This is an optimization exercise on Yosys and OpenROAD, whose aim is small area, not a production implementation.
In this exercise RTL edits were held to simulation tests only and were not proved equivalent to the original.
Power figures rest on the tool's default switching activity, not on a simulated workload.

P:
==> flow/design.v <==
package gsim_sched_pkg;
  localparam int VEC_LEN        = 16;
  localparam int IDX_W          = $clog2(VEC_LEN);
  localparam int FRAC_W         = 16;
  localparam int WORD_W         = 32;
  localparam int N_ITER_DEFAULT = 64;
  typedef enum logic [2:0] {
    S_IDLE,
    S_LOAD,
    S_ITER,
    S_DRAIN,
    S_OUT
  } state_t;
endpackage
import gsim_sched_pkg::*;
module gsim_sched #(
  parameter int N_ITER = N_ITER_DEFAULT
) (
  input  logic                clk,
  input  logic                reset,
  input  logic                in_en,
  input  logic [15:0]         b_in,
  output logic [WORD_W-1:0]   cu_b,
  output logic [WORD_W-1:0]   cu_x0,
  output logic [WORD_W-1:0]   cu_x1,
  output logic [WORD_W-1:0]   cu_x2,
  output logic [WORD_W-1:0]   cu_x3,
  output logic [WORD_W-1:0]   cu_x4,
  output logic [WORD_W-1:0]   cu_x5,
  input  logic [WORD_W-1:0]   cu_x_new,
  output logic                out_valid,
  output logic [WORD_W-1:0]   x_out
);
  localparam int                 SWEEP_W    = (N_ITER > 1) ? $clog2(N_ITER) : 1;
  localparam logic [SWEEP_W-1:0] LAST_SWEEP = SWEEP_W'(N_ITER - 1);
  localparam logic [IDX_W-1:0]   LAST_IDX   = IDX_W'(VEC_LEN - 1);
  localparam int                 X_LEN      = VEC_LEN - 2;
  logic               iter;      
  logic               wb_valid;  
  logic [IDX_W-1:0]   cnt;       
  logic [SWEEP_W-1:0] sweep;
  logic [15:0]        bs [VEC_LEN];
  logic [WORD_W-1:0]  xs [X_LEN];
  logic idle, drain, last_cnt, last_issue, b_shift, x_ext, b_en;
  assign drain      = wb_valid & ~iter;
  assign idle       = ~iter & ~wb_valid & ~out_valid;
  assign last_cnt   = (cnt == LAST_IDX);
  assign last_issue = iter & last_cnt & (sweep == LAST_SWEEP);
  assign b_shift    = iter | (idle & in_en);
  assign x_ext      = last_issue | drain | out_valid;  
  assign b_en       = b_shift | x_ext;
  always_ff @(posedge clk) begin
    if (reset) begin
      iter      <= 1'b0;
      wb_valid  <= 1'b0;
      out_valid <= 1'b0;
      cnt       <= '0;
      sweep     <= '0;
    end else begin
      wb_valid <= iter;
      if (b_shift | out_valid) cnt <= cnt + 1'b1;
      if (idle & in_en & last_cnt) iter <= 1'b1;
      if (iter & last_cnt) sweep <= sweep + 1'b1;
      if (last_issue) iter <= 1'b0;
      if (drain) out_valid <= 1'b1;
      if (out_valid & last_cnt) out_valid <= 1'b0;
    end
  end
  always_ff @(posedge clk) begin
    if (b_en) begin
      bs[0] <= iter ? bs[VEC_LEN-1] : b_in;
      for (int i = 1; i < VEC_LEN; i++) bs[i] <= bs[i-1];
      if (x_ext) begin
        bs[12] <= xs[X_LEN-1][15:0];
        bs[14] <= xs[X_LEN-1][31:16];
      end
    end
  end
  logic [WORD_W-1:0] x_new_n;
  assign x_new_n = ~(cu_x_new & {WORD_W{wb_valid}});
  always_ff @(posedge clk) begin
    xs[0] <= x_new_n;
    for (int i = 1; i < X_LEN; i++) xs[i] <= xs[i-1];
  end
  logic off_b, off_0, off_1, off_2, off_3, off_4, off_5, off_o;
  assign off_b = ~iter;
  assign off_0 = ~(iter & (cnt != '0));
  assign off_1 = ~(iter & (cnt <= IDX_W'(VEC_LEN - 2)));
  assign off_2 = ~(iter & (cnt >= IDX_W'(2)));
  assign off_3 = ~(iter & (cnt <= IDX_W'(VEC_LEN - 3)));
  assign off_4 = ~(iter & (cnt >= IDX_W'(3)));
  assign off_5 = ~(iter & (cnt <= IDX_W'(VEC_LEN - 4)));
  assign off_o = ~out_valid;
  assign cu_b  = {bs[VEC_LEN-1] & {16{~off_b}}, {FRAC_W{1'b0}}};
  assign cu_x0 = ~(x_new_n | {WORD_W{off_0}});
  assign cu_x1 = ~(xs[13]  | {WORD_W{off_1}});
  assign cu_x2 = ~(xs[0]   | {WORD_W{off_2}});
  assign cu_x3 = ~(xs[12]  | {WORD_W{off_3}});
  assign cu_x4 = ~(xs[1]   | {WORD_W{off_4}});
  assign cu_x5 = ~(xs[11]  | {WORD_W{off_5}});
  assign x_out = ~({bs[15], bs[13]} | {WORD_W{off_o}});
endmodule
==> flow/config.mk <==
export PLATFORM = sky130hd
export DESIGN_NAME = gsim_sched
export DESIGN_NICKNAME = gsim_sched
export VERILOG_FILES = /design/flow/design.v
export SDC_FILE = /design/flow/constraint.sdc
export NUM_CORES = 4
export LEC_CHECK = 0
export ABC_AREA = 1
export CAP_MARGIN = 0
export CORE_MARGIN = 2
export CORE_UTILIZATION = 40
export SLEW_MARGIN = 0
export BUFFER_PORTS_ARGS = -buffer_cell sky130_fd_sc_hd__buf_1
export CTS_ARGS = -sink_clustering_enable -repair_clock_nets -dont_use_dummy_load -buf_list {sky130_fd_sc_hd__clkbuf_8} -sink_clustering_size 20 -sink_clustering_max_diameter 60
==> flow/constraint.sdc <==
create_clock -name core_clock -period 7.0 [get_ports {clk}]
set_input_delay 1.4000 -clock core_clock [delete_from_list [all_inputs] [get_ports {clk}]]
set_output_delay 1.4000 -clock core_clock [all_outputs]
set_load 0.01 [all_outputs]
standard.sh (not shown) runs the stock make flow with config.mk's settings and CLKGATE_MAP_FILE= SYNTH_SCRIPT=/design/flow/synth_recipe.tcl, a recipe that flattens the netlist after the stock synthesis.
==> flow/flow/run.sh <==
#!/bin/bash
# Standard ORFS flow (the standard.sh) with the settings in flow/extra.mk
# appended to the standard flow's config.mk: smaller port buffers and a leaner clock tree.
set -e
cat flow/extra.mk >> config.mk
bash standard.sh > standard.log 2>&1
==> flow/flow/extra.mk <==
export BUFFER_PORTS_ARGS = -buffer_cell sky130_fd_sc_hd__buf_1
export CTS_ARGS = -sink_clustering_enable -repair_clock_nets -dont_use_dummy_load -buf_list {sky130_fd_sc_hd__clkbuf_8} -sink_clustering_size 20 -sink_clustering_max_diameter 60
Input-level comparison between Q and P:
==> flow/design.v, changed modules only <==
module gsim_sched #(
  parameter int N_ITER = N_ITER_DEFAULT
) (
  input  logic                clk,
  input  logic                reset,
  input  logic                in_en,
  input  logic [15:0]         b_in,
  output logic [WORD_W-1:0]   cu_b,
  output logic [WORD_W-1:0]   cu_x0,
  output logic [WORD_W-1:0]   cu_x1,
  output logic [WORD_W-1:0]   cu_x2,
  output logic [WORD_W-1:0]   cu_x3,
  output logic [WORD_W-1:0]   cu_x4,
  output logic [WORD_W-1:0]   cu_x5,
  input  logic [WORD_W-1:0]   cu_x_new,
  output logic                out_valid,
  output logic [WORD_W-1:0]   x_out
);
  localparam int                 SWEEP_W    = (N_ITER > 1) ? $clog2(N_ITER) : 1;
  localparam logic [SWEEP_W-1:0] LAST_SWEEP = SWEEP_W'(N_ITER - 1);
  localparam logic [IDX_W-1:0]   LAST_IDX   = IDX_W'(VEC_LEN - 1);
  logic               iter;      
  logic               wb_valid;  
  logic [IDX_W-1:0]   cnt;       
  logic [SWEEP_W-1:0] sweep;
  logic [15:0]        bs [VEC_LEN];
  logic [WORD_W-1:0]  xs [VEC_LEN];
  logic idle, drain, last_cnt, b_shift;
  assign drain    = wb_valid & ~iter;
  assign idle     = ~iter & ~wb_valid & ~out_valid;
  assign last_cnt = (cnt == LAST_IDX);
  assign b_shift  = iter | (idle & in_en);
  always_ff @(posedge clk) begin
    if (reset) begin
      iter      <= 1'b0;
      wb_valid  <= 1'b0;
      out_valid <= 1'b0;
      cnt       <= '0;
      sweep     <= '0;
    end else begin
      wb_valid <= iter;
      if (b_shift | out_valid) cnt <= cnt + 1'b1;
      if (idle & in_en & last_cnt) iter <= 1'b1;
      if (iter & last_cnt) begin
        sweep <= sweep + 1'b1;
        if (sweep == LAST_SWEEP) iter <= 1'b0;
      end
      if (drain) out_valid <= 1'b1;
      if (out_valid & last_cnt) out_valid <= 1'b0;
    end
  end
  always_ff @(posedge clk) begin
    if (b_shift) begin
      bs[0] <= iter ? bs[VEC_LEN-1] : b_in;
      for (int i = 1; i < VEC_LEN; i++) bs[i] <= bs[i-1];
    end
  end
  logic [WORD_W-1:0] x_new_n;
  assign x_new_n = ~(cu_x_new & {WORD_W{wb_valid}});
  always_ff @(posedge clk) begin
    xs[0] <= x_new_n;
    for (int i = 1; i < VEC_LEN; i++) xs[i] <= xs[i-1];
  end
  logic off_b, off_0, off_1, off_2, off_3, off_4, off_5, off_o;
  assign off_b = ~iter;
  assign off_0 = ~(iter & (cnt != '0));
  assign off_1 = ~(iter & (cnt <= IDX_W'(VEC_LEN - 2)));
  assign off_2 = ~(iter & (cnt >= IDX_W'(2)));
  assign off_3 = ~(iter & (cnt <= IDX_W'(VEC_LEN - 3)));
  assign off_4 = ~(iter & (cnt >= IDX_W'(3)));
  assign off_5 = ~(iter & (cnt <= IDX_W'(VEC_LEN - 4)));
  assign off_o = ~out_valid;
  assign cu_b  = {bs[VEC_LEN-1] & {16{~off_b}}, {FRAC_W{1'b0}}};
  assign cu_x0 = ~(x_new_n | {WORD_W{off_0}});
  assign cu_x1 = ~(xs[13]  | {WORD_W{off_1}});
  assign cu_x2 = ~(xs[0]   | {WORD_W{off_2}});
  assign cu_x3 = ~(xs[12]  | {WORD_W{off_3}});
  assign cu_x4 = ~(xs[1]   | {WORD_W{off_4}});
  assign cu_x5 = ~(xs[11]  | {WORD_W{off_5}});
  assign x_out = ~(xs[VEC_LEN-1] | {WORD_W{off_o}});
endmodule
Results
Between Q and P, it is Q whose cell count of the worst reg-to-reg path is lower, by 5. Diff P -> Q: largest net degree at the start of global routing went up; sequential cell count went up; vertical die dimension went up. Changes observed in Q relative to P: longest individual stage delay on the worst path shows an increase of 0.12 ns, cell area shows an increase of 4.4%. Q vs P — post-route fraction of the period consumed by the critical path dropped 14 points. Q vs P: number of fill cells up. Fraction of power spent switching nets, Q and P: smaller value in P. Between Q and P, it is Q whose number of antenna violations at the first check in global routing is higher, by 1. Comparing Q and P, count of antenna diodes in the layout is higher on Q. Taking P as the reference, in Q sequential share of layout area rose 2.4 points, buffer share of cell area went down by 0.31 points.

## what the ideal ports hide
Ports are ideal in the flow. The routed layouts listed here were re-timed in OpenROAD. Step 1 (the two cells are an assumption about what drives the block):
set clk [get_ports {clk}]
set_driving_cell -lib_cell sky130_fd_sc_hd__clkbuf_16 $clk
set_driving_cell -lib_cell sky130_fd_sc_hd__buf_2 [delete_from_list [all_inputs] $clk]
Step 2 also shifts input and output timing later by t, the mid clock arrival at the registers, as if the neighbouring blocks saw the same clock. a / b / c = ideal ports / drivers / drivers and shift; a / b = the first two.
run	shift t [ns]	slack for setup (ns)	hold WS [ns]	worst setup path at the end	latest minus earliest clock arrival (ns)
P	0.635	2.042 / 2.042 / 1.929	0.282 / 0.282 / 0.282	input to register	0.086 / 0.086
Q	0.666	3.013 / 2.963 / 3.533	0.294 / 0.294 / 0.294	input to register	0.066 / 0.065
After both steps setup and hold are still met in every run listed. For P, which loses most, drivers alone change the setup slack by 0.000 ns; drivers and shift together by -0.113 ns.
